From an optimization exercise on the open Yosys and OpenROAD flow, aimed at small area and a short achievable clock period; shortcuts taken in it are not production practice. Where RTL was checked, it was by simulation tests only, not by an equivalence proof against the original. Only the layout flow was run in runs 4 and 5; the RTL was not checked for function there. No driver is modelled on the clock port, so clocking that relies on it looks cheaper here than on a real chip. Power figures rest on the tool's default switching activity, not on a simulated workload.

==> flow/design.v <==
package fb_pkg;
    localparam int PIX_W        = 16;                       
    localparam int WORD_W       = 64;                       
    localparam int PIX_PER_WORD = WORD_W / PIX_W;           
    localparam int H_PIX        = 32;                       
    localparam int V_LINES      = 8;                        
    localparam int BURST_WORDS  = H_PIX / PIX_PER_WORD;     
    localparam int ADDR_W       = 20;                       
    localparam int LINE_BYTES   = BURST_WORDS * WORD_W / 8;
    localparam int BANK_BYTES   = LINE_BYTES * V_LINES;     
    localparam int LINE_IDX_W   = $clog2(V_LINES);
    localparam int WORD_IDX_W   = $clog2(BURST_WORDS);
    localparam int LANE_W       = $clog2(PIX_PER_WORD);     
    localparam int ST_WADDR = 0;
    localparam int ST_WDATA = 1;
    localparam int ST_RADDR = 2;
    localparam int ST_RDATA = 3;
endpackage
`timescale 1ns/1ps
import fb_pkg::*;
module line_writer
(
    input  logic              ddr_clk,
    input  logic              rst_n,
    input  logic              pix_fsync,
    input  logic              pix_valid,
    input  logic [PIX_W-1:0]  pix_data,
    input  logic              axi_wready,
    input  logic              wr_busy,
    input  logic              wr_start,
    input  logic              wr_done,
    output logic              wr_req,
    output logic [3:0]        wr_addr,
    output logic [WORD_W-1:0] wr_data,
    output logic              wr_overflow,
    output logic              frame_done,
    output logic              done_bank
);
    logic [WORD_W-1:0]     chain [2][BURST_WORDS];      
    logic [LINE_IDX_W-1:0] buf_line [2];                
    logic [LANE_W-1:0]     in_lane, lane_c, in_lane_n;
    logic [WORD_IDX_W-1:0] in_word, word_c;
    logic [LINE_IDX_W-1:0] in_line, line_c;
    logic                  in_buf, in_buf_n;            
    logic [1:0]            buf_full, buf_full_n;
    logic                  pix_take, word_end, line_end;
    logic                  out_buf, out_buf_n;          
    logic                  wr_bank;
    logic                  sending, sending_n;          
    logic                  lane0_q;                     
    logic                  last_q;                      
    logic [WORD_IDX_W-1:0] in_word_n;
    logic [1:0]            fill_q, fill_n;              
    logic [1:0]            send_q, send_n;              
    logic                  beat;
    logic [1:0]            shift;
    assign lane_c   = pix_fsync ? '0 : in_lane;         
    assign word_c   = pix_fsync ? '0 : in_word;
    assign line_c   = pix_fsync ? '0 : in_line;
    assign pix_take = pix_valid && !(&buf_full);        
    assign word_end = pix_take && (lane_c == LANE_W'(PIX_PER_WORD - 1));
    assign line_end = pix_take && !pix_fsync && last_q;  
    assign beat     = axi_wready && sending;
    for (genvar b = 0; b < 2; b++)
    begin : g_shift
        assign shift[b] = (pix_valid && fill_q[b] && (pix_fsync || lane0_q))
                       || (axi_wready && send_q[b]);
    end
    always_ff @(posedge ddr_clk)
    begin
        for (int b = 0; b < 2; b++)
        begin
            if (shift[b])
                for (int s = 0; s < BURST_WORDS - 1; s++)
                    chain[b][s] <= chain[b][s+1];
            for (int l = 0; l < PIX_PER_WORD; l++)
                if (pix_valid && fill_q[b]
                    && (pix_fsync ? (l == 0) : (in_lane == l[LANE_W-1:0])))
                    chain[b][BURST_WORDS-1][l*PIX_W +: PIX_W] <= pix_data;
        end
        if (line_end)
            buf_line[in_buf] <= line_c;                 
        wr_data <= chain[out_buf][beat ? 1 : 0];
    end
    always_comb
    begin
        in_lane_n  = pix_take ? lane_c + 1'b1 : in_lane;
        in_word_n  = pix_take ? (word_end ? word_c + 1'b1 : word_c) : in_word;
        buf_full_n = buf_full;
        if (line_end)
            buf_full_n[in_buf] = 1'b1;                  
        if (wr_done)
            buf_full_n[out_buf] = 1'b0;
        in_buf_n   = in_buf ^ line_end;
        out_buf_n  = out_buf ^ wr_done;
        sending_n  = wr_start || (sending && !wr_done);
        for (int b = 0; b < 2; b++)
        begin
            fill_n[b] = !(&buf_full_n) && (in_buf_n == b[0]);
            send_n[b] = sending_n && (out_buf_n == b[0]);
        end
    end
    always_ff @(posedge ddr_clk)
    begin
        if (!rst_n)
        begin
            in_lane     <= '0;
            in_word     <= '0;
            in_line     <= '0;
            in_buf      <= 1'b0;
            buf_full    <= 2'b00;
            out_buf     <= 1'b0;
            wr_bank     <= 1'b0;
            wr_overflow <= 1'b0;
            sending     <= 1'b0;
            lane0_q     <= 1'b1;
            last_q      <= 1'b0;
            fill_q      <= 2'b01;
            send_q      <= 2'b00;
        end
        else
        begin
            if (pix_valid && (&buf_full))
                wr_overflow <= 1'b1;                    
            if (pix_take)
                in_line <= line_end ? line_c + 1'b1 : line_c;
            in_lane  <= in_lane_n;
            in_word  <= in_word_n;
            lane0_q  <= (in_lane_n == '0);
            last_q   <= (in_lane_n == LANE_W'(PIX_PER_WORD - 1))
                        && (in_word_n == WORD_IDX_W'(BURST_WORDS - 1));
            buf_full <= buf_full_n;
            in_buf   <= in_buf_n;
            out_buf  <= out_buf_n;
            sending  <= sending_n;
            fill_q   <= fill_n;
            send_q   <= send_n;
            if (frame_done)
                wr_bank <= ~wr_bank;                    
        end
    end
    assign wr_req     = buf_full[out_buf] && !wr_busy;
    assign wr_addr    = {wr_bank, buf_line[out_buf]};
    assign frame_done = wr_done && (buf_line[out_buf] == LINE_IDX_W'(V_LINES - 1));
    assign done_bank  = wr_bank;                        
endmodule
`timescale 1ns/1ps
import fb_pkg::*;
module line_reader
(
    input  logic              ddr_clk,
    input  logic              rst_n,
    input  logic              rd_fsync,
    input  logic              rd_en,
    input  logic              frame_done,
    input  logic              done_bank,
    input  logic              rd_ready,
    input  logic              rd_busy,
    input  logic              rd_done,
    input  logic              rd_data_en,
    input  logic [WORD_W-1:0] rd_data,
    output logic              vout_de,
    output logic [PIX_W-1:0]  vout_data,
    output logic              init_done,
    output logic              rd_req,
    output logic [3:0]        rd_addr,
    output logic              rd_underrun
);
    logic [WORD_W-1:0]     chain [2][BURST_WORDS];      
    logic                  last_bank;                   
    logic                  rd_bank;                     
    logic                  active, active_n;            
    logic                  flush;                       
    logic [1:0]            buf_valid, buf_valid_n;
    logic [LINE_IDX_W-1:0] fetch_line;                  
    logic                  fetch_all;                   
    logic [WORD_IDX_W-1:0] out_word;
    logic [LANE_W-1:0]     out_lane, out_lane_n;
    logic [LINE_IDX_W-1:0] out_line, out_line_n;        
    logic                  fetch_buf, out_buf;
    logic                  pix_ok;
    logic [1:0]            last_q, last_n;              
    logic [WORD_W-1:0]     head;
    logic [1:0]            shift;
    assign fetch_buf = fetch_line[0];
    assign out_buf   = out_line[0];
    assign pix_ok    = active && buf_valid[out_buf];
    assign rd_req    = active && !rd_busy && !fetch_all && !buf_valid[fetch_buf];
    assign rd_addr   = {rd_bank, fetch_line};
    assign head      = chain[out_buf][0];
    for (genvar b = 0; b < 2; b++)
    begin : g_shift
        assign shift[b] = (rd_data_en && (fetch_buf == b[0]))
                       || (rd_en && !rd_fsync && last_q[b]);
    end
    always_ff @(posedge ddr_clk)
    begin
        for (int b = 0; b < 2; b++)
            if (shift[b])
            begin
                for (int s = 0; s < BURST_WORDS - 1; s++)
                    chain[b][s] <= chain[b][s+1];
                chain[b][BURST_WORDS-1] <= rd_data;
            end
        vout_data <= pix_ok && !rd_fsync ? head[out_lane*PIX_W +: PIX_W] : '0;
    end
    always_comb
    begin
        active_n    = active;
        buf_valid_n = buf_valid;
        out_lane_n  = out_lane;
        out_line_n  = out_line;
        if (rd_done && !flush)
            buf_valid_n[fetch_buf] = 1'b1;              
        if (rd_fsync)
        begin
            active_n    = init_done;
            buf_valid_n = 2'b00;
            out_lane_n  = '0;
            out_line_n  = '0;
        end
        else if (rd_en && pix_ok)
        begin
            out_lane_n = out_lane + 1'b1;
            if (out_lane == LANE_W'(PIX_PER_WORD - 1)
                && out_word == WORD_IDX_W'(BURST_WORDS - 1))
            begin
                buf_valid_n[out_buf] = 1'b0;            
                out_line_n           = out_line + 1'b1;
                if (out_line == LINE_IDX_W'(V_LINES - 1))
                    active_n = 1'b0;                    
            end
        end
        for (int b = 0; b < 2; b++)
            last_n[b] = active_n && buf_valid_n[out_line_n[0]]
                        && (out_lane_n == LANE_W'(PIX_PER_WORD - 1))
                        && (out_line_n[0] == b[0]);
    end
    always_ff @(posedge ddr_clk)
    begin
        if (!rst_n)
        begin
            init_done   <= 1'b0;
            last_bank   <= 1'b0;
            rd_bank     <= 1'b0;
            active      <= 1'b0;
            flush       <= 1'b0;
            buf_valid   <= 2'b00;
            fetch_line  <= '0;
            fetch_all   <= 1'b0;
            out_word    <= '0;
            out_lane    <= '0;
            out_line    <= '0;
            last_q      <= 2'b00;
            vout_de     <= 1'b0;
            rd_underrun <= 1'b0;
        end
        else
        begin
            vout_de   <= rd_en;                         
            active    <= active_n;
            buf_valid <= buf_valid_n;
            out_lane  <= out_lane_n;
            out_line  <= out_line_n;
            last_q    <= last_n;
            if (frame_done)
            begin
                init_done <= 1'b1;                      
                last_bank <= done_bank;
            end
            if (rd_done)
            begin
                flush <= 1'b0;
                if (!flush)
                begin
                    fetch_line <= fetch_line + 1'b1;
                    if (fetch_line == LINE_IDX_W'(V_LINES - 1))
                        fetch_all <= 1'b1;
                end
            end
            if (rd_fsync)
            begin
                rd_bank    <= last_bank;                
                flush      <= (rd_busy && !rd_done) || rd_ready;  
                fetch_line <= '0;
                fetch_all  <= 1'b0;
                out_word   <= '0;
            end
            else if (rd_en)
            begin
                if (pix_ok)
                begin
                    if (out_lane == LANE_W'(PIX_PER_WORD - 1))
                        out_word <= out_word + 1'b1;
                end
                else if (active)
                    rd_underrun <= 1'b1;                
            end
        end
    end
endmodule
`timescale 1ns/1ps
import fb_pkg::*;
module burst_master
(
    input  logic              ddr_clk,
    input  logic              rst_n,
    input  logic              wr_req,
    input  logic [3:0]        wr_addr,
    input  logic              rd_req,
    input  logic [3:0]        rd_addr,
    input  logic              axi_awready,
    input  logic              axi_wready,
    input  logic              axi_arready,
    input  logic              axi_rvalid,
    input  logic              axi_rlast,
    output logic              wr_ready,
    output logic              wr_busy,
    output logic              wr_done,
    output logic              wr_data_re,
    output logic              wr_start,
    output logic              rd_ready,
    output logic              rd_busy,
    output logic              rd_done,
    output logic              rd_data_en,
    output logic [3:0]        aw_addr,
    output logic [3:0]        ar_addr,
    output logic              axi_awvalid,
    output logic              axi_wvalid,
    output logic              axi_wlast,
    output logic              axi_arvalid
);
    logic [3:0]            state;                       
    logic [WORD_IDX_W-1:0] beat;                        
    logic                  last_wr;                     
    logic                  last_beat;                   
    logic                  idle;
    logic                  grant_wr;
    logic                  grant_rd;
    assign idle     = (state == 4'd0);
    assign grant_wr = idle && wr_req && (!rd_req || !last_wr);
    assign grant_rd = idle && rd_req && !grant_wr;
    assign wr_ready = grant_wr;
    assign rd_ready = grant_rd;
    assign wr_busy  = state[ST_WADDR] || state[ST_WDATA];
    assign rd_busy  = state[ST_RADDR] || state[ST_RDATA];
    logic [2:0]            vld_q;
    assign axi_awvalid = vld_q[0];
    assign axi_wvalid  = vld_q[1];
    assign axi_arvalid = vld_q[2];
    assign axi_wlast   = last_beat;                     
    assign wr_start    = state[ST_WADDR] && axi_awready;
    assign wr_data_re  = state[ST_WDATA] && axi_wready;
    assign wr_done     = wr_data_re && last_beat;
    assign rd_data_en  = state[ST_RDATA] && axi_rvalid;
    assign rd_done     = rd_data_en && axi_rlast;
    always_ff @(posedge ddr_clk)
        aw_addr <= wr_addr;
    always_ff @(posedge ddr_clk)
    begin
        if (!rst_n)
            vld_q <= '0;
        else
        begin
            vld_q[0] <= grant_wr || (state[ST_WADDR] && !axi_awready);
            vld_q[1] <= (state[ST_WADDR] && axi_awready) || (state[ST_WDATA] && !wr_done);
            vld_q[2] <= grant_rd || (state[ST_RADDR] && !axi_arready);
        end
    end
    always_ff @(posedge ddr_clk)
    begin
        if (!rst_n)
            ar_addr <= '0;
        else if (grant_rd)
            ar_addr <= rd_addr;
    end
    always_ff @(posedge ddr_clk)
    begin
        if (!rst_n)
        begin
            state   <= 4'd0;
            beat      <= '0;
            last_beat <= 1'b0;
            last_wr   <= 1'b0;
        end
        else
        begin
            if (grant_wr)
            begin
                state   <= 4'd1 << ST_WADDR;
                last_wr <= 1'b1;
            end
            if (grant_rd)
            begin
                state   <= 4'd1 << ST_RADDR;
                last_wr <= 1'b0;
            end
            if (state[ST_WADDR] && axi_awready)
                state <= 4'd1 << ST_WDATA;
            if (wr_data_re)
            begin
                beat      <= beat + 1'b1;
                last_beat <= (beat == WORD_IDX_W'(BURST_WORDS - 2));
            end
            if (wr_done)
                state <= 4'd0;
            if (state[ST_RADDR] && axi_arready)
                state <= 4'd1 << ST_RDATA;
            if (rd_done)
                state <= 4'd0;
        end
    end
endmodule
`timescale 1ns/1ps
import fb_pkg::*;
module frame_buf_top
(
    input  logic              ddr_clk,
    input  logic              rst_n,
    input  logic              pix_fsync,
    input  logic              pix_valid,
    input  logic [PIX_W-1:0]  pix_data,
    input  logic              rd_fsync,
    input  logic              rd_en,
    output logic              vout_de,
    output logic [PIX_W-1:0]  vout_data,
    output logic              init_done,
    output logic              wr_overflow,
    output logic              rd_underrun,
    input  logic              axi_awready,
    input  logic              axi_wready,
    input  logic              axi_arready,
    input  logic              axi_rvalid,
    input  logic              axi_rlast,
    input  logic [WORD_W-1:0] axi_rdata,
    output logic [ADDR_W-1:0] axi_awaddr,
    output logic [ADDR_W-1:0] axi_araddr,
    output logic              axi_awvalid,
    output logic              axi_wvalid,
    output logic              axi_wlast,
    output logic              axi_arvalid,
    output logic [WORD_W-1:0] axi_wdata
);
    logic              wr_req, wr_ready, wr_done, wr_data_re, wr_busy, wr_start;
    logic [3:0]        wr_addr;                     
    logic              rd_req, rd_ready, rd_done, rd_data_en, rd_busy;
    logic [3:0]        rd_addr;
    logic              frame_done, done_bank;
    logic [3:0]        aw_addr, ar_addr;
    line_writer i_writer (
        .ddr_clk     (ddr_clk),
        .rst_n       (rst_n),
        .pix_fsync   (pix_fsync),
        .pix_valid   (pix_valid),
        .pix_data    (pix_data),
        .axi_wready  (axi_wready),
        .wr_busy     (wr_busy),
        .wr_start    (wr_start),
        .wr_done     (wr_done),
        .wr_req      (wr_req),
        .wr_addr     (wr_addr),
        .wr_data     (axi_wdata),
        .wr_overflow (wr_overflow),
        .frame_done  (frame_done),
        .done_bank   (done_bank)
    );
    line_reader i_reader (
        .ddr_clk     (ddr_clk),
        .rst_n       (rst_n),
        .rd_fsync    (rd_fsync),
        .rd_en       (rd_en),
        .frame_done  (frame_done),
        .done_bank   (done_bank),
        .rd_ready    (rd_ready),
        .rd_busy     (rd_busy),
        .rd_done     (rd_done),
        .rd_data_en  (rd_data_en),
        .rd_data     (axi_rdata),
        .vout_de     (vout_de),
        .vout_data   (vout_data),
        .init_done   (init_done),
        .rd_req      (rd_req),
        .rd_addr     (rd_addr),
        .rd_underrun (rd_underrun)
    );
    burst_master i_master (
        .ddr_clk     (ddr_clk),
        .rst_n       (rst_n),
        .wr_req      (wr_req),
        .wr_addr     (wr_addr),
        .rd_req      (rd_req),
        .rd_addr     (rd_addr),
        .axi_awready (axi_awready),
        .axi_wready  (axi_wready),
        .axi_arready (axi_arready),
        .axi_rvalid  (axi_rvalid),
        .axi_rlast   (axi_rlast),
        .wr_ready    (wr_ready),
        .wr_busy     (wr_busy),
        .wr_done     (wr_done),
        .wr_data_re  (wr_data_re),
        .wr_start    (wr_start),
        .rd_ready    (rd_ready),
        .rd_busy     (rd_busy),
        .rd_done     (rd_done),
        .rd_data_en  (rd_data_en),
        .aw_addr     (aw_addr),
        .ar_addr     (ar_addr),
        .axi_awvalid (axi_awvalid),
        .axi_wvalid  (axi_wvalid),
        .axi_wlast   (axi_wlast),
        .axi_arvalid (axi_arvalid)
    );
    assign axi_awaddr = {10'd0, aw_addr, 6'd0};
    assign axi_araddr = {10'd0, ar_addr, 6'd0};
endmodule
==> flow/flow/run.sh <==
#!/bin/bash
set -euo pipefail
export BUFFER_PORTS_ARGS="-buffer_cell sky130_fd_sc_hd__buf_2"
RES=$(pwd)/orfs/results/sky130hd/frame_buf_top/base
bash standard.sh synth floorplan place > standard_place.log 2>&1
PLACE_ODB=$RES/3_place.odb openroad -no_init -exit flow/move_out_ffs.tcl > move_out_ffs.log 2>&1
bash standard.sh cts > standard_cts.log 2>&1
CTS_ODB=$RES/4_cts.odb CLOCK_PORT=ddr_clk openroad -no_init -exit flow/split_root.tcl > split_root.log 2>&1
CTS_ODB=$RES/4_cts.odb CLOCK_PORT=ddr_clk openroad -no_init -exit flow/skip_mid.tcl > skip_mid.log 2>&1
bash standard.sh > standard_finish.log 2>&1
==> flow/flow/move_out_ffs.tcl <==
# Move each flip-flop that drives an output port's buffer next to that buffer,
# then legalise.  Reads and rewrites the placed design given in PLACE_ODB.
read_db $::env(PLACE_ODB)
set block [ord::get_db_block]
set moved 0
foreach bt [$block getBTerms] {
  if {[$bt getIoType] != "OUTPUT"} continue
  set net [$bt getNet]
  if {$net == "NULL"} continue
  foreach it [$net getITerms] {
    if {![$it isOutputSignal]} continue
    set buf [$it getInst]
    foreach it2 [$buf getITerms] {
      if {![$it2 isInputSignal]} continue
      set n2 [$it2 getNet]
      if {$n2 == "NULL"} continue
      foreach it3 [$n2 getITerms] {
        if {![$it3 isOutputSignal]} continue
        set ff [$it3 getInst]
        if {![string match "*df*" [[$ff getMaster] getName]]} continue
        set loc [$buf getLocation]
        $ff setLocation [lindex $loc 0] [lindex $loc 1]
        $ff setPlacementStatus PLACED
        incr moved
      }
    }
  }
}
puts "moved $moved output flip-flops"
detailed_placement
check_placement -verbose
write_db $::env(PLACE_ODB)
==> flow/flow/skip_mid.tcl <==
# After split_root.tcl: let each root buffer drive the leaf buffers of its
# quadrant directly, removing the middle level of the clock tree.  Every
# register's clock still passes through the same number of buffers (a root
# and a leaf).  Reads and rewrites the design given in CTS_ODB.
read_db $::env(CTS_ODB)
set block [ord::get_db_block]
set cnet  [[$block findBTerm $::env(CLOCK_PORT)] getNet]
set removed 0
foreach rit [$cnet getITerms] {
  set root [$rit getInst]
  set rnet {}
  foreach it [$root getITerms] { if {[$it isOutputSignal]} { set rnet [$it getNet] } }
  set mids {}
  foreach it [$rnet getITerms] { if {[$it isInputSignal]} { lappend mids [$it getInst] } }
  set leaves {}
  set ok 1
  foreach m $mids {
    if {![string match "*clkbuf*" [[$m getMaster] getName]]} { set ok 0 }
  }
  if {!$ok} { puts "root [$root getName]: a load is not a clock buffer, left as it is"; continue }
  set sx 0; set sy 0; set n 0
  foreach m $mids {
    set mnet {}
    foreach it [$m getITerms] { if {[$it isOutputSignal]} { set mnet [$it getNet] } }
    foreach it [$mnet getITerms] {
      if {[$it isInputSignal]} {
        lappend leaves $it
        set loc [[$it getInst] getLocation]; incr sx [lindex $loc 0]; incr sy [lindex $loc 1]; incr n
      }
    }
    foreach it [$m getITerms] { $it disconnect }
    odb::dbInst_destroy $m
    odb::dbNet_destroy $mnet
    incr removed
  }
  foreach it $leaves { $it connect $rnet }
  $root setLocation [expr {$sx / $n}] [expr {$sy / $n}]
  puts "root [$root getName] now drives $n leaf buffers"
}
puts "removed $removed middle buffers"
detailed_placement
check_placement -verbose
write_db $::env(CTS_ODB)
==> flow/flow/split_root.tcl <==
read_db $::env(CTS_ODB)
set block [ord::get_db_block]
set port  $::env(CLOCK_PORT)
set cnet  [[$block findBTerm $port] getNet]
set sinks {}
foreach it [$cnet getITerms] { lappend sinks $it }
if {[llength $sinks] != 1} {
  puts "clock port feeds [llength $sinks] cells, left as it is"
  write_db $::env(CTS_ODB)
  exit
}
set root    [[lindex $sinks 0] getInst]
set master  [$root getMaster]
set rootnet {}
foreach it [$root getITerms] { if {[$it isOutputSignal]} { set rootnet [$it getNet] } }
set rloc [$root getLocation]
set rx [lindex $rloc 0]; set ry [lindex $rloc 1]
# group the loads of the root by quadrant around the root
array set grp {}
foreach it [$rootnet getITerms] {
  if {![$it isInputSignal]} continue
  set loc [[$it getInst] getLocation]
  set q [expr {([lindex $loc 0] > $rx ? 1 : 0) + ([lindex $loc 1] > $ry ? 2 : 0)}]
  lappend grp($q) $it
}
set quads [lsort [array names grp]]
puts "root [$root getName] drives [llength [$rootnet getITerms]] pins in quadrants $quads"
set first 1
foreach q $quads {
  set sx 0; set sy 0; set n 0
  foreach it $grp($q) { set loc [[$it getInst] getLocation]; incr sx [lindex $loc 0]; incr sy [lindex $loc 1]; incr n }
  set cx [expr {$sx / $n}]; set cy [expr {$sy / $n}]
  if {$first} {
    # the original root keeps the first quadrant
    $root setLocation $cx $cy
    set first 0
    puts "quadrant $q: [$root getName] at $cx $cy drives $n"
    continue
  }
  set name "${port}_root_q$q"
  set buf [odb::dbInst_create $block $master $name]
  set net [odb::dbNet_create $block "${port}_rootnet_q$q"]
  $net setSigType CLOCK
  [$buf findITerm A] connect $cnet
  [$buf findITerm X] connect $net
  foreach it $grp($q) { $it disconnect; $it connect $net }
  $buf setLocation $cx $cy
  $buf setPlacementStatus PLACED
  puts "quadrant $q: $name at $cx $cy drives $n"
}
detailed_placement
check_placement -verbose
write_db $::env(CTS_ODB)
==> flow/standard.sh <==
#!/bin/bash
# synth_recipe.tcl (not shown) runs the flow's synth.tcl, then flattens the netlist and writes it again
# the make line also repeats each setting of config.mk as NAME=value (left out here)
make -C /OpenROAD-flow-scripts/flow DESIGN_CONFIG=/design/flow/config.mk WORK_HOME=/design/flow/orfs CLKGATE_MAP_FILE= SYNTH_SCRIPT=/design/flow/synth_recipe.tcl "${@:-finish}"
==> flow/config.mk <==
export PLATFORM = sky130hd
export DESIGN_NAME = frame_buf_top
export DESIGN_NICKNAME = frame_buf_top
export VERILOG_FILES = /design/flow/design.v
export SDC_FILE = /design/flow/constraint.sdc
export NUM_CORES = 4
export LEC_CHECK = 0
export CAP_MARGIN = 20
export CORE_MARGIN = 2
export CORE_UTILIZATION = 65
export CTS_BUF_LIST = sky130_fd_sc_hd__clkbuf_16
export CTS_CLUSTER_DIAMETER = 80
export CTS_CLUSTER_SIZE = 32
export SETUP_SLACK_MARGIN = 3.5
export SLEW_MARGIN = 20
==> flow/constraint.sdc <==
create_clock -name core_clock -period 5.5 [get_ports {ddr_clk}]
set_input_delay 1.1000 -clock core_clock [delete_from_list [all_inputs] [get_ports {ddr_clk}]]
set_output_delay 1.1000 -clock core_clock [all_outputs]
set_load 0.01 [all_outputs]
==> summary.txt, run 1 <==
Buf+Inv Stages, Crit Path 3; CP startpoint kind input pin; Slew @ Worst Pin 0.993 ns; die area roughly 110000 µm²; FFs w/ async S/R, synth 0%; post-synthesis sequential area ratio between 90% and 100%; Cell Chain, Critical Path buf_2 > nand2_1 > o21ai_4 > buf_12 > clkbuf_16; vias in the first global route about 24k; Worst Hold Class flop to flop; CP Capture Type flop; Max rail drop VDD between 0.2 and 0.3 mV; Clock Pin Slew Worst Setup and Hold Paths 0.11 ns; Fin Setup TNS 0 ns; Avg WL per Cell 21.4 µm; CTS tree yes; Req. time, crit path 5.73 ns; R2R Path End i_writer.wr_data[2]; max incr delay on CP 0.33 ns; largest fanout on the critical path 46; final std cell area, no fill approximately 76000 µm²; antenna-violating nets left 0; CP max stage cell clkbuf_16; Die Wd about 330 µm; initial antenna violation count 4; RSZ-0062 raised after global routing true; Primary FF master, synth edfxtp_1; Post-Route Skew 0.0285 ns; GPL Wtd Cong approximately 0.76; Initial Utilization between 60% and 70%; final WL about 94000 µm; total CTS buffers between 70 and 80; # Max-Cap Violations 0; Iter 0 DRT Violations 2032; fin util approximately 72%; area of the multi-input gates between 4000 and 5000 µm²; clk latency of the worst-skew pair ~0.54 ns; final hold viol count 0; Register Area 64700 µm²; total power around 26 mW; hold path cells 0; final clock period utilization by the worst path a little under 40%; share of layout cells above drive strength 1 19.0%; Finished Layout Cells 4402; r2r setup slk 3.58 ns; Placed Area 71800 µm²; fin. max-slew vios 0; DP Cell Count around 4.2k; critical path class input pin to flop; Worst Path Arrival 2.35 ns; PwrDens 338 nW/µm²; Core Area about 110000 µm²; Clock Root Buffer clkbuf_16; global-route wire length before repair roughly 140000 µm; average size of a mapped cell 26.2 µm²; Port Buffers about 190; CTS H-tree lvls 3; WHS Endpoint i_master.aw_addr[3]; routed via count between 20k and 25k; DP Wirelength 50100 µm; P_leak around 24 nW; Crit path max-delay family buffers and inverters; # nets final just over 3k; Via-to-Cell Ratio approximately 5.4; Layout area overhead 10.2%; DIE HEIGHT 329 µm; total of warnings raised by yosys 5; CTS Buffer Depth 3; FF-to-FF Start i_writer.out_buf; fmax between 0.4 and 0.5 GHz; min-delay src i_writer.wr_bank; Slew HR approximately a third; outcome timing/DRC/antenna clean; Seq cells post-synth 2199; distinct cell type count after synthesis between 50 and 60; Post-CTS Hold Buffers 0; row count around 120; CTS sink count between 2k and 2.5k; Fill cells between 6k and 7k; GRT Total Usage about 17%; number of flops mapped to enable cells by yosys roughly 2.1k; Reg2Reg Depth 3; post-synthesis instance total around 2.6k; Synth Cell Area 68800 µm²; I/O pins 219; largest net degree at the start of global routing between 90 and 100; Initial DRT Pass Iterations 5; grt total ovfl 0; endpoints failing setup 0; Post-route DRC 0; crit path time final 2.12 ns
-- synthesized netlist by cell type (3+ instances only) --
cell type | count | share of area [%]
mux4_2 | 95 | 3.1
nand2b_1 | 4 | 0.036
mux2_2 | 4 | 0.065
o21ai_0 | 16 | 0.12
xnor2_1 | 4 | 0.051
a21oi_1 | 17 | 0.12
nand3_1 | 12 | 0.087
clkbuf_1 | 24 | 0.13
xor2_1 | 4 | 0.051
nor3_1 | 8 | 0.058
nor2b_1 | 9 | 0.082
buf_4 | 32 | 0.35
edfxtp_1 | 2054 | 90
nand4_1 | 5 | 0.045
nor2_1 | 56 | 0.31
buf_2 | 11 | 0.080
nor3b_1 | 3 | 0.033
ha_1 | 14 | 0.25
and3_1 | 3 | 0.027
inv_1 | 8 | 0.044
o22ai_1 | 3 | 0.027
nand2_1 | 26 | 0.14
and2_1 | 5 | 0.045
mux2i_1 | 28 | 0.41
dfxtp_1 | 145 | 4.2
-- worst reg2reg max path: cells and delay by family (launching register included) --
| family | cells | cell delay (ns) |
|---|---|---|
| buf+inv | 2 | 0.84 |
| flops | 1 | 0.38 |
| mux | 1 | 0.55 |
-- state kept, by name, summed over array words and instances, names as in the netlist, 3 cells and up, named ones only --
name and flops:
i_writer.buf_line 6, i_reader.out_line 3, i_reader.out_word 3, i_master.state 4
i_reader.vout_data 16, i_writer.chain 1024, i_reader.chain 1024, i_master.vld_q 3
i_master.aw_addr 4, i_reader.fetch_line 3, i_master.ar_addr 4, i_master.beat 3
i_writer.in_word 3, i_writer.in_line 3, i_writer.wr_data 64
-- worst max path at each step --
stage                                   to  slack (ns)                 start  depth (start not counted)
floorplan             i_reader.chain[0][0]       -4.39            axi_rvalid                          2
global placement     i_writer.chain[8][16]        2.21             pix_valid                          4
detailed placement  i_writer.chain[14][14]        2.17             pix_valid                          4
CTS                          axi_wdata[24]        3.20  i_writer.wr_data[24]                          1
global route                 axi_wdata[50]        3.35  i_writer.wr_data[50]                          1
finish                i_writer.chain[5][8]        3.38            axi_wready                          5
-- area by class of cell --
cell class / instances / area share (%)
Multi-Input combinational cell: 384 / 5.45
Timing Repair Buffer: 282 / 4.10
Antenna cell: 2 / 0.00660
Clock inverter: 59 / 0.300
Clock buffer: 73 / 2.41
Inverter: 9 / 0.0462
Sequential cell: 2199 / 85.3
Tap cell: 1391 / 2.30
Buffer: 3 / 0.0990
-- report_power, final --
group,total [mW],internal [mW],switching (mW)
sequential,18.5,18.4,0.0824
clock,6.78,2.53,4.26
combinational,0.405,0.155,0.250
-- cells in the final DEF, fill, tap and decap left out, types with 4 or more instances in the layout --
cell type	count
edfxtp_1	2054
buf_2	115
mux4_2	95
clkbuf_16	93
buf_6	78
dfxtp_2	73
dfxtp_1	70
inv_1	62
nor2_1	53
conb_1	32
buf_4	32
mux2i_1	28
buf_16	27
nand2_1	22
a21oi_1	17
ha_1	13
nand3_1	12
o21ai_0	12
buf_12	11
nor2b_1	8
nor3_2	6
and2_1	5
nand4_1	5
mux2_2	4
xnor2_1	4
xor2_1	4
-- metal layers --
| metal | wire length [µm] | track usage, % | vias to the layer above | share of wire [%] |
|---|---|---|---|---|
| met5 | 11 | 0 | - | 0.012 |
| met4 | 1620 | 4.00 | 2 | 1.7 |
| met3 | 3280 | 3.18 | 104 | 3.5 |
| met2 | 49000 | 28.5 | 391 | 52 |
| met1 | 40300 | 23.8 | 12300 | 43 |
| li1 | - | - | 11100 | - |
-- metrics by stage --
step	hold slack [ns]	worst slack (ns)
after detailed placement	0.388	2.17
after global routing	0.409	3.35
after CTS	0.403	3.20
after global placement	0.370	2.21
final	0.402	3.38
after floorplan	0.363	-4.39
-- kinds of logic (layout without fill, tap and decap cells) --
logic type	after synthesis	in the layout	share of synthesized area, %
flip-flops	2199	2199	93.9
AND/OR/NAND/NOR	142	142	1.00
multiplexers	128	128	3.62
buffers and inverters	77	426	0.626
AO/OA/AOI/OAI	56	60	0.515
adder cells (fa/ha/maj)	14	14	0.255
XOR/XNOR	8	8	0.102
other	1	34	0.00545
-- repair_timing --
action	4_1_cts	5_1_grt
setup buffers	20	11
setup endpoints to repair	2000	2039
pin swaps	5	2
gates cloned	12	20
gates resized for setup	122	104
hold endpoints to repair	0	0
==> run 2, diff against run 1 <==
--- a/flow/config.mk
+++ b/flow/config.mk
@@ -11,5 +11,5 @@
 export CTS_BUF_LIST = sky130_fd_sc_hd__clkbuf_16
 export CTS_CLUSTER_DIAMETER = 80
 export CTS_CLUSTER_SIZE = 32
-export SETUP_SLACK_MARGIN = 3.5
+export SETUP_SLACK_MARGIN = 3.55
 export SLEW_MARGIN = 20
==> run 2 against run 1 <==
Sequential power hardly changed. Critical endpoint is now axi_wdata[38]. Clock power hardly changed. Fmax is 1.0% higher. Clock skew is 0.0059 ns lower.
==> summary.txt, run 2 <==
Layout area overhead 11.6% (was 10.2%); die area 108000 µm² (unchanged); commonest non-fill, non-tap cells in the layout edfxtp_1, buf_2, clkbuf_16 (was edfxtp_1, buf_2, mux4_2); number of flops mapped to enable cells by yosys 2054 (unchanged); Post-route DRC 0 (unchanged); top post-synthesis cells by count edfxtp_1, dfxtp_1, mux4_2, nor2_1, buf_4 (unchanged); total of warnings raised by yosys 5 (unchanged); Post-Synth Simple-Gate Area 1.00% (unchanged); mux contribution to synthesized area 3.62% (unchanged); Synth area leaders edfxtp_1, dfxtp_1, mux4_2, mux2i_1, buf_4 (unchanged); Fill cells 5919 (was 6018); max incr delay on CP 0.35 ns (was 0.33 ns); Core Area 105000 µm² (unchanged); DP Wirelength 50100 µm (unchanged); average size of a mapped cell 26.2 µm² (unchanged); final clock period utilization by the worst path 38.1% (was 38.5%); main combinational cell family by area after synthesis multiplexers (unchanged); clk latency of the worst-skew pair 0.54 ns (about the same); CP Capture Type output port (was flop); Crit path max-delay family flip-flops (was buffers and inverters); area of the multi-input gates 4190 µm² (was 4140 µm²); CP max stage cell dfxtp_2 (was clkbuf_16); Req. time, crit path 4.40 ns (was 5.73 ns); Fin Setup TNS 0 ns (unchanged); largest fanout on the critical path 1 (was 46); Slew HR 49.5% (was 33.8%); Clock Root Buffer clkbuf_16 (unchanged); GPL Wtd Cong 0.760 (unchanged); vias in the first global route 23.7k (was 23.6k); # nets final 3110 (was 3054); XOR/XNOR Fraction of Synth Area 0.102% (unchanged); I/O pins 219 (unchanged); DIE HEIGHT 329 µm (unchanged); CTS H-tree lvls 3 (unchanged); CTS sink count 2199 (unchanged); grt total ovfl 0 (unchanged); share of layout cells above drive strength 1 20.5% (was 19.0%); Port Buffers 186 (unchanged); fin. max-slew vios 0 (unchanged); Post-Route Skew 0.0226 ns (was 0.0285 ns); Via-to-Cell Ratio 5.44 (was 5.43); P_leak 24.8 nW (was 24.4 nW); crit path time final 2.09 ns (was 2.12 ns); GRT Total Usage 17.2% (was 17.0%); global-route wire length before repair 139000 µm (was 138000 µm); Worst Hold Class flop to flop (unchanged); Initial Utilization 65.4% (unchanged); Iter 0 DRT Violations 2027 (was 2032); final hold viol count 0 (unchanged); routed via count 24.3k (was 23.9k); Slew @ Worst Pin 0.758 ns (was 0.993 ns); WP depth 1 (was 5); most common cell in the synthesized netlist edfxtp_1 (unchanged); distinct cell type count after synthesis 54 (unchanged); Die Wd 329 µm (unchanged); complex-gate fraction of the synthesized area 0.515% (unchanged); Seq cells post-synth 2199 (unchanged); Synth Cell Area 68800 µm² (unchanged); Primary FF master, synth edfxtp_1 (unchanged); Avg WL per Cell 22.0 µm (was 21.4 µm); CTS Buffer Depth 3 (unchanged); Register Area 64700 µm² (unchanged); row count 119 (unchanged); final WL 98100 µm (was 94300 µm); worst hold slack 0.401 ns (was 0.402 ns); Initial DRT Pass Iterations 4 (was 5); outcome timing/DRC/antenna clean (unchanged); CP startpoint kind flop (was input pin); fmax 0.478 GHz (was 0.473 GHz); critical path class flop to output port (was input pin to flop); largest net degree at the start of global routing 126 (was 95); RSZ-0062 raised after global routing true (unchanged); Max rail drop VDD 0.294 mV (was 0.292 mV); Clock Pin Slew Worst Setup and Hold Paths 0.11 ns (about the same); antenna-violating nets left 0 (unchanged); Cell Chain, Critical Path buf_6 (was buf_2 > nand2_1 > o21ai_4 > buf_12 > clkbuf_16); initial antenna violation count 4 (unchanged); FFs w/ async S/R, synth 0% (unchanged); hold path cells 0 (unchanged); post-synthesis instance total 2625 (unchanged); Reg2Reg Depth 5 (was 3); post-synthesis sequential area ratio 93.9% (unchanged); total CTS buffers 78 (unchanged); most common cell after layout, fill and taps aside edfxtp_1 (unchanged); leading area contributor after synthesis edfxtp_1 (unchanged); Synth top area share 89.7% (unchanged); Largest regs i_reader.chain x1024, i_writer.chain x1024, i_writer.wr_data x64 (unchanged); # Max-Cap Violations 0 (unchanged); PwrDens 335 nW/µm² (was 338 nW/µm²); endpoints failing setup 0 (unchanged); CTS tree yes (unchanged); Synth Area in Adders 0.255% (unchanged); Buf+Inv Stages, Crit Path 1 (was 3); Worst Path Arrival 0.99 ns (was 2.35 ns)
==> run 2: cell count changes in the layout (fill, tap and decap cells not counted), moves of 2 or more <==
cell / delta
inv_2: -2
buf_4: +21
nand2_1: -2
clkbuf_16: +14
buf_6: +12
buf_8: +3
buf_12: +9
buf_2: -5
nand2_8: +2
==> run 2: timing repair <==
item / in CTS / in global routing
gates cloned: 14 / 43
gates resized for setup: 125 / 135
setup endpoints to repair: 2003 / 2030
hold buffers: 0 / 0
buffers inserted: 23 / 39
pin swaps: 6 / 4
==> run 2: cell families after synthesis <==
group,count (synthesis)
DFF,2199
and+or+nand+nor,142
muxes,128
buffers and inverters,77
AOI/OAI and AO/OA,56
adders and majority gates,14
xor gates and xnor gates,8
other,1
==> run 2: report_power, final <==
group          internal, mW  switching, mW  total (mW)  leakage [nW]
clock network          2.53           4.26        6.79          1.25
registers              18.4         0.0822        18.5          20.0
logic                 0.184          0.261       0.445          3.62
==> run 2: final timing paths <==
check,from,endpoint,slack (ns)
worst min register to register,i_writer.wr_bank,i_master.aw_addr[3],0.40
worst max register to register,i_master.state[3],i_reader.chain[5][60],3.70
worst min-delay path,i_writer.wr_bank,i_master.aw_addr[3],0.40
worst max-delay path,i_writer.wr_data[38],axi_wdata[38],3.41
==> run 2: cell type report <==
type	instances	share of cell area, %
flip-flops and latches	2199	84.3
clock buffers	73	2.38
inverters	9	0.0554
clock inverters	59	0.297
repair buffers	338	5.19
multi-input cells	384	5.45
diodes	2	0.00652
well taps	1391	2.27
plain buffers	3	0.0978
==> run 2: per-stage QoR <==
step	total power [mW]	std cells	worst slack (ns)	util, %	instance area, µm²
after floorplan	19.1	2656	-4.39	-	69000
after global placement	19.2	4202	2.21	68.3	71800
after detailed placement	19.2	4202	2.17	68.3	71800
after CTS	26.2	4379	3.20	71.5	75100
after global routing	26.5	4457	3.35	73.0	76800
final	25.7	4458	3.41	73.0	76800
==> run 2: layer usage <==
| metal | global-route usage, % | share of wire (%) | vias up | routed length [µm] |
|---|---|---|---|---|
| met5 | 0 | 0.011 | - | 11 |
| li1 | - | - | 11200 | - |
| met2 | 28.8 | 52 | 408 | 51000 |
| met4 | 4.16 | 1.8 | 2 | 1740 |
| met1 | 24.1 | 42 | 12500 | 41700 |
| met3 | 3.08 | 3.7 | 102 | 3640 |
==> run 3, diff against run 2 <==
--- a/flow/config.mk
+++ b/flow/config.mk
@@ -7,7 +7,7 @@
 export LEC_CHECK = 0
 export CAP_MARGIN = 20
 export CORE_MARGIN = 2
-export CORE_UTILIZATION = 65
+export CORE_UTILIZATION = 70
 export CTS_BUF_LIST = sky130_fd_sc_hd__clkbuf_16
 export CTS_CLUSTER_DIAMETER = 80
 export CTS_CLUSTER_SIZE = 32
==> run 3 against run 2 <==
Still clean on timing, DRC and antenna. Count of clock-buffer cells in the layout rose by 2. Final cell count down 2.6%. Combinational power down 7.2%. Register-to-register slack got worse by 0.12 ns. Die area down 7.1%. Clock power up 2%. Highest routed layer is now met4.
==> summary.txt, run 3 <==
outcome timing/DRC/antenna clean (unchanged); sequential power share 71.5% (was 71.9%); pre-CTS setup slack 2.01 ns (was 2.17 ns); crit path time final 2.13 ns (was 2.09 ns); Seq cells post-synth 2199 (unchanged); Synth Cell Area 68800 µm² (unchanged); FF-to-FF Start i_master.state[3] (unchanged); Synth top area share 89.7% (unchanged); Synth area leaders edfxtp_1, dfxtp_1, mux4_2, mux2i_1, buf_4 (unchanged); Post-route DRC 0 (unchanged); hold path cells 0 (unchanged); commonest non-fill, non-tap cells in the layout edfxtp_1, buf_2, clkbuf_16 (unchanged); Layout area overhead 11.0% (was 11.6%); routed via count 24.4k (was 24.3k); Post-Route Skew 0.0312 ns (was 0.0226 ns); vias in the first global route 24.3k (was 23.7k); CP max stage cell dfxtp_2 (unchanged); Initial DRT Pass Iterations 5 (was 4); total of warnings raised by yosys 5 (unchanged); PwrDens 338 nW/µm² (was 335 nW/µm²); clock share of power 26.9% (was 26.4%); ANT cells 0 (was 2); CTS Buffer Depth 3 (unchanged); R2R Path End i_reader.chain[0][6] (was i_reader.chain[5][60]); Iter 0 DRT Violations 2214 (was 2027); Port Buffers 186 (unchanged); CTS sink count 2199 (unchanged); initial antenna violation count 1 (was 4); Initial Utilization 70.9% (was 65.4%); clk latency of the worst-skew pair 0.55 ns (was 0.54 ns); endpoints failing setup 0 (unchanged); I/O pins 219 (unchanged); Psw 4.67 mW (was 4.61 mW); GRT Max-Usage Layer met2 (unchanged); final clock period utilization by the worst path 38.8% (was 38.1%); met2 usage 33.4% (was 28.8%); Cell Chain, Critical Path buf_6 (unchanged); Core Area 97000 µm² (was 105000 µm²); fin. max-slew vios 0 (unchanged); largest fanout on the critical path 2 (was 1); average size of a mapped cell 26.2 µm² (unchanged); max incr delay on CP 0.36 ns (was 0.35 ns); met3 GRT Util 2.56% (was 3.08%); Primary FF master, synth edfxtp_1 (unchanged); P_leak 24.7 nW (was 24.8 nW); GPL Wtd Cong 0.788 (was 0.760); RSZ-0062 raised after global routing true (unchanged); FFs w/ async S/R, synth 0% (unchanged); DIE HEIGHT 318 µm (was 329 µm); Worst Path Arrival 1.03 ns (was 0.99 ns); Gate power share 1.6% (was 1.7%); total CTS buffers 79 (was 78); Clock Pin Slew Worst Setup and Hold Paths 0.11 ns (about the same); antenna-violating nets left 0 (unchanged); Slew @ Worst Pin 0.835 ns (was 0.758 ns); Clock Root Buffer clkbuf_16 (unchanged); # Max-Cap Violations 0 (unchanged); Die Wd 318 µm (was 329 µm); # nets final 3106 (was 3110); Req. time, crit path 4.40 ns (about the same); share of layout cells above drive strength 1 20.0% (was 20.5%); post-synthesis instance total 2625 (unchanged); global-route wire length before repair 146000 µm (was 139000 µm); most common cell in the synthesized netlist edfxtp_1 (unchanged); most common cell after layout, fill and taps aside edfxtp_1 (unchanged); WHS Endpoint i_master.aw_addr[3] (unchanged); final hold viol count 0 (unchanged); Max rail drop VDD 0.398 mV (was 0.294 mV); post-synthesis sequential area ratio 93.9% (unchanged); largest net degree at the start of global routing 84 (was 126); CP Capture Type output port (unchanged); DP Wirelength 52500 µm (was 50100 µm); number of flops mapped to enable cells by yosys 2054 (unchanged); top post-synthesis cells by count edfxtp_1, dfxtp_1, mux4_2, nor2_1, buf_4 (unchanged); r2r setup slk 3.58 ns (was 3.70 ns); Worst Hold Class flop to flop (unchanged); Buf+Inv Stages, Crit Path 1 (unchanged); internal power 21.2 mW (was 21.1 mW); Slew HR 44.3% (was 49.5%); leading area contributor after synthesis edfxtp_1 (unchanged); total power 25.8 mW (was 25.7 mW); min-delay src i_writer.wr_bank (unchanged); Post-CTS Hold Buffers 0 (unchanged); fin util 78.7% (was 73.0%); grt total ovfl 0 (unchanged); M1 GR Usage 27.1% (was 24.1%); critical path class flop to output port (unchanged); Net Sw Frac 18.1% (was 17.9%); Crit path max-delay family flip-flops (unchanged); Largest regs i_reader.chain x1024, i_writer.chain x1024, i_writer.wr_data x64 (unchanged); die area 101000 µm² (was 108000 µm²); final WL 99900 µm (was 98100 µm); row count 114 (was 119); Via-to-Cell Ratio 5.63 (was 5.44); final setup margin 3.37 ns (was 3.41 ns); Reg2Reg Depth 7 (was 5); Avg WL per Cell 23.0 µm (was 22.0 µm); CP startpoint kind flop (unchanged); CTS H-tree lvls 3 (unchanged); distinct cell type count after synthesis 54 (unchanged); CTS tree yes (unchanged); fmax 0.469 GHz (was 0.478 GHz); GRT Total Usage 19.5% (was 17.2%)
[run 3: cells by family after synthesis]
logic type | after synthesis | share of synthesized area [%]
multiplexers | 128 | 3.62
XOR/XNOR | 8 | 0.102
buffers and inverters | 77 | 0.626
other | 1 | 0.00545
adder cells (fa/ha/maj) | 14 | 0.255
AND/OR/NAND/NOR | 142 | 1.00
flip-flops | 2199 | 93.9
AO/OA/AOI/OAI | 56 | 0.515
[run 3: worst max path at each step]
stage                             start                     to  slack, ns  cells past startpoint
floorplan                    axi_rvalid   i_reader.chain[0][0]      -4.39                      2
global placement              pix_valid  i_writer.chain[8][28]       2.07                      4
detailed placement            pix_valid  i_writer.chain[8][28]       2.01                      4
CTS                 i_master.ar_addr[2]          axi_araddr[8]       3.17                      1
global route        i_master.ar_addr[2]          axi_araddr[8]       3.30                      1
finish              i_master.ar_addr[2]          axi_araddr[8]       3.37                      1
[run 3: timing repair]
action                     in CTS  in global routing
resized for setup             126                127
gates cloned                   13                 24
setup endpoints to repair    2063               2050
buffers inserted               27                 34
pin swaps                       5                  7
[run 3: metrics by stage]
stage,hold slack (ns),cell area [µm²],std cells,TNS (ns)
floorplan,0.363,69000,2656,-7228.55
global placement,0.374,71700,4103,0
detailed placement,0.383,71700,4103,0
CTS,0.394,75100,4290,0
global route,0.410,76300,4343,0
finish,0.392,76300,4343,0
[run 3: final cells by class]
cell class                 instances  area, µm²
buffer                             3       75.1
clock buffer                      75       1880
multi-input combinational        385       4190
timing repair buffer             332       3610
tap                             1276       1600
inverter                           9       40.0
clock inverter                    64        299
fill                            4711      20600
sequential                      2199      64700
[run 3: layer usage]
metal  wire, µm  vias up
li1           -    11200
met1      41700    12700
met2      52600      471
met3       3700      104
met4       1880        0
met5          0        -
[run 3: power by group through the flow]
stage,registers (mW),clock network [mW],logic (mW)
3_3_place_gp,18.9,0,0.324
4_1_cts,18.5,7.40,0.378
3_5_place_dp,18.9,0,0.335
2_1_floorplan,18.9,0,0.160
5_1_grt,18.5,7.64,0.442
6_report,18.5,6.94,0.413
==> run 4, diff against run 3 <==
--- a/flow/design.v
+++ b/flow/design.v
@@ -367,14 +367,17 @@
             vld_q[2] <= grant_rd || (state[ST_RADDR] && !axi_arready);
         end
     end
+    logic [3:0]            ar_hold;
     always_ff @(posedge ddr_clk)
     begin
         if (!rst_n)
-            ar_addr <= '0;
+            ar_hold <= '0;
         else if (grant_rd)
-            ar_addr <= rd_addr;
+            ar_hold <= rd_addr;
     end
     always_ff @(posedge ddr_clk)
+        ar_addr <= grant_rd ? rd_addr : ar_hold;
+    always_ff @(posedge ddr_clk)
     begin
         if (!rst_n)
         begin
--- a/flow/config.mk
+++ b/flow/config.mk
@@ -7,7 +7,7 @@
 export LEC_CHECK = 0
 export CAP_MARGIN = 20
 export CORE_MARGIN = 2
-export CORE_UTILIZATION = 70
+export CORE_UTILIZATION = 65
 export CTS_BUF_LIST = sky130_fd_sc_hd__clkbuf_16
 export CTS_CLUSTER_DIAMETER = 80
 export CTS_CLUSTER_SIZE = 32
==> run 4 against run 3 <==
Clock power decreased by 1%. Cell area up 0.28%. Worst hold slack improved by 0.014 ns. Synthesized area rose by 0.25%. Still clean on timing, DRC and antenna. Fmax decreased by 1.5%. Sequential cell count is 4 higher. Core utilization shrank 6.0 points. Count of clock-buffer cells in the layout down 2.
==> summary.txt, run 4 <==
outcome timing/DRC/antenna clean (unchanged); clk latency of the worst-skew pair 0.53 ns (was 0.55 ns); total CTS buffers 79 (unchanged); grt total ovfl 0 (unchanged); mux contribution to synthesized area 3.60% (was 3.62%); CTS tree yes (unchanged); Iter 0 DRT Violations 2067 (was 2214); critical path class input pin to flop (was flop to output port); # Max-Cap Violations 0 (unchanged); total of warnings raised by yosys 5 (unchanged); pre-CTS setup slack 2.20 ns (was 2.01 ns); Primary FF master, synth edfxtp_1 (unchanged); distinct cell type count after synthesis 53 (was 54); row count 119 (was 114); Synth area leaders edfxtp_1, dfxtp_1, mux4_2, buf_4, mux2i_1 (was edfxtp_1, dfxtp_1, mux4_2, mux2i_1, buf_4); initial antenna violation count 6 (was 1); max incr delay on CP 0.50 ns (was 0.36 ns); final setup margin 3.33 ns (was 3.37 ns); Post-Synth Simple-Gate Area 1.09% (was 1.00%); Synth Area in Adders 0.254% (was 0.255%); post-synthesis instance total 2637 (was 2625); Req. time, crit path 5.68 ns (was 4.40 ns); final clock period utilization by the worst path 39.4% (was 38.8%); CTS H-tree lvls 3 (unchanged); Seq cells post-synth 2203 (was 2199); fin. max-slew vios 0 (unchanged); DIE HEIGHT 330 µm (was 318 µm); Die Wd 330 µm (was 318 µm); Max rail drop VDD 0.339 mV (was 0.398 mV); Finished Layout Cells 4443 (was 4343); Fill cells 5855 (was 4711); post-synthesis sequential area ratio 93.8% (was 93.9%); main combinational cell family by area after synthesis multiplexers (unchanged); crit path time final 2.17 ns (was 2.13 ns); Crit path max-delay family buffers and inverters (was flip-flops); die area 109000 µm² (was 101000 µm²); # nets final 3095 (was 3106); final std cell area, no fill 76600 µm² (was 76300 µm²); CTS sink count 2203 (was 2199); Buf+Inv Stages, Crit Path 3 (was 1); Clock Pin Slew Worst Setup and Hold Paths 0.11 ns (about the same); Post-route DRC 0 (unchanged); global-route wire length before repair 141000 µm (was 146000 µm); P_leak 24.6 nW (was 24.7 nW); GRT Total Usage 17.4% (was 19.5%); Largest regs i_reader.chain x1024, i_writer.chain x1024, i_writer.wr_data x64 (unchanged); r2r setup slk 3.64 ns (was 3.58 ns); commonest non-fill, non-tap cells in the layout edfxtp_1, buf_2, clkbuf_16 (unchanged); XOR/XNOR Fraction of Synth Area 0.0889% (was 0.102%); Avg WL per Cell 21.7 µm (was 23.0 µm); CP max stage cell bufbuf_16 (was dfxtp_2); Slew HR 51.7% (was 44.3%); Initial DRT Pass Iterations 5 (unchanged); GPL Wtd Cong 0.791 (was 0.788); Post-CTS Hold Buffers 0 (unchanged); CP startpoint kind input pin (was flop); PwrDens 337 nW/µm² (was 338 nW/µm²); Placed Area 71900 µm² (was 71700 µm²); complex-gate fraction of the synthesized area 0.570% (was 0.515%); DP Wirelength 50400 µm (was 52500 µm); RSZ-0062 raised after global routing true (unchanged); Slew @ Worst Pin 0.724 ns (was 0.835 ns); Synth top area share 89.4% (was 89.7%); routed via count 24.2k (was 24.4k); CTS Buffer Depth 3 (unchanged); FFs w/ async S/R, synth 0% (unchanged); Cell Chain, Critical Path buf_2 > nand2_2 > o21ai_4 > buf_12 > bufbuf_16 (was buf_6); average size of a mapped cell 26.2 µm² (about the same); number of flops mapped to enable cells by yosys 2054 (unchanged); largest net degree at the start of global routing 101 (was 84); final WL 96500 µm (was 99900 µm); Via-to-Cell Ratio 5.44 (was 5.63); antenna-violating nets left 0 (unchanged); Synth Cell Area 69000 µm² (was 68800 µm²); Initial Utilization 65.5% (was 70.9%); endpoints failing setup 0 (unchanged); I/O pins 219 (unchanged); DP Cell Count 4215 (was 4103); Worst Hold Class flop to flop (unchanged); top post-synthesis cells by count edfxtp_1, dfxtp_1, mux4_2, nor2_1, buf_4 (unchanged); Fin Setup TNS 0 ns (unchanged); Core Area 105000 µm² (was 97000 µm²); area of the multi-input gates 4260 µm² (was 4190 µm²); Clock Root Buffer clkbuf_16 (unchanged); Port Buffers 186 (unchanged); share of layout cells above drive strength 1 20.2% (was 20.0%); Register Area 64800 µm² (was 64700 µm²); most common cell after layout, fill and taps aside edfxtp_1 (unchanged); CP Capture Type flop (was output port); fmax 0.462 GHz (was 0.469 GHz); final hold viol count 0 (unchanged); Worst Path Arrival 2.35 ns (was 1.03 ns); leading area contributor after synthesis edfxtp_1 (unchanged); most common cell in the synthesized netlist edfxtp_1 (unchanged); vias in the first global route 23.6k (was 24.3k); Post-Route Skew 0.0276 ns (was 0.0312 ns); Layout area overhead 11.0% (about the same); largest fanout on the critical path 83 (was 2)
[run 4: cell count changes after synthesis, moves of 3 or more]
cell	before	now
a21oi_1	17	23
a22oi_1	1	4
and2_1	5	9
buf_4	32	36
clkbuf_1	24	20
dfxtp_1	145	149
mux2_2	4	8
mux2i_1	28	23
nand3_1	12	9
nor3_1	8	12
[run 4: layout make-up]
class                           instances  area share, %
Antenna cell                            1        0.00327
Buffer                                  3         0.0981
Clock buffer                           73           2.39
Clock inverter                         61          0.355
Inverter                                9         0.0539
Multi-Input combinational cell        392           5.56
Sequential cell                      2203           84.6
Tap cell                             1391           2.27
Timing Repair Buffer                  310           4.68
[run 4: path summary, 6_finish.rpt]
| path | end | startpoint | cells past startpoint |
|---|---|---|---|
| worst min register to register | i_reader.chain[5][60] | i_reader.chain[6][60] | 0 |
| worst min-delay path | i_reader.chain[5][60] | i_reader.chain[6][60] | 0 |
| worst max register to register | i_reader.chain[13][52] | i_master.state[3] | 4 |
| worst max-delay path | i_writer.chain[12][41] | pix_valid | 5 |
[run 4: what timing repair did]
action / in CTS / in global routing
setup buffers: 29 / 19
endpoints found under the setup margin: 2093 / 1765
endpoints found under the hold margin: 0 / 0
resized for setup: 111 / 160
gates cloned: 18 / 24
pin swaps: 5 / 4
[run 4: power by group]
group          switching, mW  leakage [nW]  internal [mW]  total [mW]
logic                  0.250          3.37          0.167       0.418
registers             0.0854          20.0           18.4        18.5
clock network           4.28          1.28           2.57        6.85
total                   4.62          24.6           21.2        25.8
[run 4: logic make-up (layout without fill, tap and decap cells)]
group / after synthesis / after routing
flops: 2203 / 2203
simple gates: 147 / 149
mux: 127 / 127
buf+inv: 77 / 456
compound gates: 61 / 63
fa+ha+maj: 14 / 14
xor+xnor: 7 / 7
other cells: 1 / 33
[run 4: per-layer routing]
layer | track usage, % | wire (µm)
met5 | 0 | 27
met4 | 4.67 | 1620
met3 | 2.46 | 3050
met2 | 29.7 | 50700
met1 | 24.2 | 41100
[run 4: through the flow]
| step | utilization (%) | hold slack, ns | total power [mW] |
|---|---|---|---|
| 5_1_grt | 72.7 | 0.413 | 26.6 |
| 6_report | 72.7 | 0.406 | 25.8 |
| 3_5_place_dp | 68.3 | 0.383 | 19.2 |
| 3_3_place_gp | 68.3 | 0.372 | 19.2 |
| 4_1_cts | 71.6 | 0.407 | 26.3 |
| 2_1_floorplan | - | 0.363 | 19.1 |
==> run 5, diff against run 4 <==
--- a/flow/design.v
+++ b/flow/design.v
@@ -155,6 +155,8 @@
     input  logic              frame_done,
     input  logic              done_bank,
     input  logic              rd_ready,
+    input  logic              rd_start,
+    input  logic              axi_rvalid,
     input  logic              rd_busy,
     input  logic              rd_done,
     input  logic              rd_data_en,
@@ -180,6 +182,9 @@
     logic                  fetch_buf, out_buf;
     logic                  pix_ok;
     logic [1:0]            last_q, last_n;              
+    logic                  reading, reading_n;          
+    logic [LINE_IDX_W-1:0] fetch_line_n;
+    logic [1:0]            fill_q, fill_n;              
     logic [WORD_W-1:0]     head;
     logic [1:0]            shift;
     assign fetch_buf = fetch_line[0];
@@ -190,7 +195,7 @@
     assign head      = chain[out_buf][0];
     for (genvar b = 0; b < 2; b++)
     begin : g_shift
-        assign shift[b] = (rd_data_en && (fetch_buf == b[0]))
+        assign shift[b] = (axi_rvalid && fill_q[b])
                        || (rd_en && !rd_fsync && last_q[b]);
     end
     always_ff @(posedge ddr_clk)
@@ -235,6 +240,14 @@
             last_n[b] = active_n && buf_valid_n[out_line_n[0]]
                         && (out_lane_n == LANE_W'(PIX_PER_WORD - 1))
                         && (out_line_n[0] == b[0]);
+        fetch_line_n = fetch_line;
+        if (rd_done && !flush)
+            fetch_line_n = fetch_line + 1'b1;
+        if (rd_fsync)
+            fetch_line_n = '0;
+        reading_n = rd_start || (reading && !rd_done);
+        for (int b = 0; b < 2; b++)
+            fill_n[b] = reading_n && (fetch_line_n[0] == b[0]);
     end
     always_ff @(posedge ddr_clk)
     begin
@@ -252,6 +265,8 @@
             out_lane    <= '0;
             out_line    <= '0;
             last_q      <= 2'b00;
+            reading     <= 1'b0;
+            fill_q      <= 2'b00;
             vout_de     <= 1'b0;
             rd_underrun <= 1'b0;
         end
@@ -263,6 +278,9 @@
             out_lane  <= out_lane_n;
             out_line  <= out_line_n;
             last_q    <= last_n;
+            reading   <= reading_n;
+            fill_q    <= fill_n;
+            fetch_line <= fetch_line_n;
             if (frame_done)
             begin
                 init_done <= 1'b1;                      
@@ -271,18 +289,13 @@
             if (rd_done)
             begin
                 flush <= 1'b0;
-                if (!flush)
-                begin
-                    fetch_line <= fetch_line + 1'b1;
-                    if (fetch_line == LINE_IDX_W'(V_LINES - 1))
-                        fetch_all <= 1'b1;
-                end
+                if (!flush && fetch_line == LINE_IDX_W'(V_LINES - 1))
+                    fetch_all <= 1'b1;
             end
             if (rd_fsync)
             begin
                 rd_bank    <= last_bank;                
                 flush      <= (rd_busy && !rd_done) || rd_ready;  
-                fetch_line <= '0;
                 fetch_all  <= 1'b0;
                 out_word   <= '0;
             end
@@ -320,6 +333,7 @@
     output logic              wr_data_re,
     output logic              wr_start,
     output logic              rd_ready,
+    output logic              rd_start,
     output logic              rd_busy,
     output logic              rd_done,
     output logic              rd_data_en,
@@ -352,6 +366,7 @@
     assign wr_start    = state[ST_WADDR] && axi_awready;
     assign wr_data_re  = state[ST_WDATA] && axi_wready;
     assign wr_done     = wr_data_re && last_beat;
+    assign rd_start    = state[ST_RADDR] && axi_arready;
     assign rd_data_en  = state[ST_RDATA] && axi_rvalid;
     assign rd_done     = rd_data_en && axi_rlast;
     always_ff @(posedge ddr_clk)
@@ -367,17 +382,14 @@
             vld_q[2] <= grant_rd || (state[ST_RADDR] && !axi_arready);
         end
     end
-    logic [3:0]            ar_hold;
     always_ff @(posedge ddr_clk)
     begin
         if (!rst_n)
-            ar_hold <= '0;
+            ar_addr <= '0;
         else if (grant_rd)
-            ar_hold <= rd_addr;
+            ar_addr <= rd_addr;
     end
     always_ff @(posedge ddr_clk)
-        ar_addr <= grant_rd ? rd_addr : ar_hold;
-    always_ff @(posedge ddr_clk)
     begin
         if (!rst_n)
         begin
@@ -446,7 +458,7 @@
 );
     logic              wr_req, wr_ready, wr_done, wr_data_re, wr_busy, wr_start;
     logic [3:0]        wr_addr;                     
-    logic              rd_req, rd_ready, rd_done, rd_data_en, rd_busy;
+    logic              rd_req, rd_ready, rd_done, rd_data_en, rd_busy, rd_start;
     logic [3:0]        rd_addr;
     logic              frame_done, done_bank;
     logic [3:0]        aw_addr, ar_addr;
@@ -475,6 +487,8 @@
         .frame_done  (frame_done),
         .done_bank   (done_bank),
         .rd_ready    (rd_ready),
+        .rd_start    (rd_start),
+        .axi_rvalid  (axi_rvalid),
         .rd_busy     (rd_busy),
         .rd_done     (rd_done),
         .rd_data_en  (rd_data_en),
@@ -504,6 +518,7 @@
         .wr_data_re  (wr_data_re),
         .wr_start    (wr_start),
         .rd_ready    (rd_ready),
+        .rd_start    (rd_start),
         .rd_busy     (rd_busy),
         .rd_done     (rd_done),
         .rd_data_en  (rd_data_en),
==> run 5 against run 4 <==
Synthesized area is 0.14% lower. Sequential share of layout area is 0.23 points lower. Global-route usage is 0.24 points higher. Total power is 0.32% higher. Critical endpoint is now axi_araddr[8]. Largest cell class unchanged.
==> summary.txt, run 5 <==
main combinational cell family by area after synthesis multiplexers (unchanged); mux contribution to synthesized area 3.61% (was 3.60%); Synth top area share 89.6% (was 89.4%); Worst Hold Class flop to flop (unchanged); largest net degree at the start of global routing 96 (was 101); grt total ovfl 0 (unchanged); final clock period utilization by the worst path 39.1% (was 39.4%); # nets final 3119 (was 3095); Via-to-Cell Ratio 5.44 (about the same); Max rail drop VDD 0.291 mV (was 0.339 mV); Slew HR 50.2% (was 51.7%); post-synthesis instance total 2633 (was 2637); CP startpoint kind flop (was input pin); CTS tree yes (unchanged); Post-route DRC 0 (unchanged); number of flops mapped to enable cells by yosys 2054 (unchanged); Post-Synth Simple-Gate Area 0.972% (was 1.09%); fin util 73.0% (was 72.7%); vias in the first global route 23.8k (was 23.6k); top post-synthesis cells by count edfxtp_1, dfxtp_1, mux4_2, nor2_1, buf_4 (unchanged); Clock Root Buffer clkbuf_16 (unchanged); distinct cell type count after synthesis 52 (was 53); Worst Path Arrival 1.05 ns (was 2.35 ns); Post-CTS Hold Buffers 0 (unchanged); FFs w/ async S/R, synth 0% (unchanged); Post-Route Skew 0.0175 ns (was 0.0276 ns); GPL Wtd Cong 0.760 (was 0.791); crit path time final 2.15 ns (was 2.17 ns); CP max stage cell dfxtp_2 (was bufbuf_16); complex-gate fraction of the synthesized area 0.549% (was 0.570%); most common cell after layout, fill and taps aside edfxtp_1 (unchanged); total of warnings raised by yosys 5 (unchanged); share of layout cells above drive strength 1 20.5% (was 20.2%); most common cell in the synthesized netlist edfxtp_1 (unchanged); routed via count 24.3k (was 24.2k); Crit path max-delay family flip-flops (was buffers and inverters); Layout area overhead 11.4% (was 11.0%); Avg WL per Cell 21.8 µm (was 21.7 µm); CTS H-tree lvls 3 (unchanged); Synth area leaders edfxtp_1, dfxtp_1, mux4_2, mux2i_1, buf_4 (was edfxtp_1, dfxtp_1, mux4_2, buf_4, mux2i_1); fmax 0.465 GHz (was 0.462 GHz); global-route wire length before repair 141000 µm (about the same); WP depth 1 (was 5); CP Capture Type output port (was flop); final hold viol count 0 (unchanged); Iter 0 DRT Violations 2133 (was 2067); Req. time, crit path 4.40 ns (was 5.68 ns); Largest regs i_reader.chain x1024, i_writer.chain x1024, i_writer.wr_data x64 (unchanged); CTS sink count 2202 (was 2203); Synth Area in Adders 0.254% (about the same); Fin Setup TNS 0 ns (unchanged); fin. max-slew vios 0 (unchanged); Synth Cell Area 68900 µm² (was 69000 µm²); # Max-Cap Violations 0 (unchanged); Primary FF master, synth edfxtp_1 (unchanged); clk latency of the worst-skew pair 0.54 ns (was 0.53 ns); outcome timing/DRC/antenna clean (unchanged); endpoints failing setup 0 (unchanged); DIE HEIGHT 330 µm (about the same); initial antenna violation count 3 (was 6); PwrDens 337 nW/µm² (about the same); Die Wd 330 µm (about the same); final std cell area, no fill 76700 µm² (was 76600 µm²); largest fanout on the critical path 2 (was 83); Reg2Reg Depth 5 (was 4); Seq cells post-synth 2202 (was 2203); max incr delay on CP 0.37 ns (was 0.50 ns); Initial Utilization 65.5% (about the same); Clock Pin Slew Worst Setup and Hold Paths 0.11 ns (about the same); CTS Buffer Depth 3 (unchanged); worst hold slack 0.393 ns (was 0.406 ns); hold path cells 0 (unchanged); commonest non-fill, non-tap cells in the layout edfxtp_1, buf_2, clkbuf_16 (unchanged); antenna-violating nets left 0 (unchanged); total CTS buffers 79 (unchanged); Initial DRT Pass Iterations 5 (unchanged); Placed Area 71900 µm² (about the same); XOR/XNOR Fraction of Synth Area 0.102% (was 0.0889%); final WL 97600 µm (was 96500 µm); RSZ-0062 raised after global routing true (unchanged); Core Area 105000 µm² (about the same); post-synthesis sequential area ratio 93.9% (was 93.8%); critical path class flop to output port (was input pin to flop); leading area contributor after synthesis edfxtp_1 (unchanged); Buf+Inv Stages, Crit Path 1 (was 3); GRT Total Usage 17.7% (was 17.4%); die area 109000 µm² (about the same); DP Wirelength 53000 µm (was 50400 µm); I/O pins 219 (unchanged); P_leak 24.9 nW (was 24.6 nW); Port Buffers 186 (unchanged); row count 119 (unchanged); Cell Chain, Critical Path buf_8 (was buf_2 > nand2_2 > o21ai_4 > buf_12 > bufbuf_16); average size of a mapped cell 26.2 µm² (about the same); Slew @ Worst Pin 0.747 ns (was 0.724 ns)
[run 5: changes by cell type in the layout (fill, tap and decap cells not counted), sizes merged, moves of 4 or more]
cell   delta
mux2i     +5
a22o      +6
a21oi     -6
inv       +7
nor2      +4
mux2      -4
buf      +30
and2      -4
nand2     -7
[run 5: per-layer routing]
layer,vias to the layer above,GRT usage [%],wire [µm]
li1,11200,-,-
met1,12600,24.7,41800
met3,115,2.45,3240
met5,-,0,0
met2,401,29.7,50500
met4,0,5.42,2050
[run 5: report_power, final]
part / total [mW] / internal, mW / switching [mW] / leakage, nW
clock network: 6.95 / 2.61 / 4.33 / 1.31
registers: 18.5 / 18.4 / 0.0870 / 20.0
logic: 0.409 / 0.160 / 0.250 / 3.57
[run 5: path summary, 6_finish.rpt]
path	start	to	slack, ns
max	i_master.ar_addr[2]	axi_araddr[8]	3.35
min reg2reg	i_writer.wr_bank	i_master.aw_addr[3]	0.39
min	i_writer.wr_bank	i_master.aw_addr[3]	0.39
max reg2reg	i_reader.out_lane[0]	i_reader.last_q[0]	3.62
[run 5: through the flow]
stage | setup slack [ns] | instances | total power, mW
6_report | 3.35 | 4473 | 25.9
5_1_grt | 3.31 | 4473 | 26.7
4_1_cts | 3.15 | 4419 | 26.4
3_5_place_dp | 1.99 | 4218 | 19.2
3_3_place_gp | 2.05 | 4218 | 19.2
2_1_floorplan | -3.47 | 2664 | 19.1
[run 5: logic make-up (layout without fill, tap and decap cells)]
logic type | Yosys count | in the layout
XOR/XNOR | 8 | 8
AND/OR/NAND/NOR | 139 | 140
adder cells (fa/ha/maj) | 14 | 14
flip-flops | 2202 | 2202
multiplexers | 128 | 128
other | 1 | 33
AO/OA/AOI/OAI | 60 | 65
buffers and inverters | 81 | 492
[run 5: final cells by class]
cell class                 instances  area (µm²)
multi-input combinational        387        4180
clock inverter                    65         288
tap                             1391        1740
buffer                             3        75.1
inverter                          13        55.1
antenna                            1        2.50
timing repair buffer             336        3780
fill                            5885       28400
sequential                      2202       64700
clock buffer                      75        1880
[run 5: what timing repair did]
item                       in CTS  in global routing
setup endpoints to repair    2107               2010
pin swaps                       5                  5
gates resized for setup       116                160
gates cloned                   12                 30
setup buffers                  41                 28
hold endpoints to repair        0                  0

Setup slack of run 5, layout unchanged: 3.351 ns with ideal ports, 3.199 ns with driving cells assumed (clock clkbuf_16, inputs buf_2), 2.849 ns with port delays also shifted by the 0.681 ns mid clock arrival.
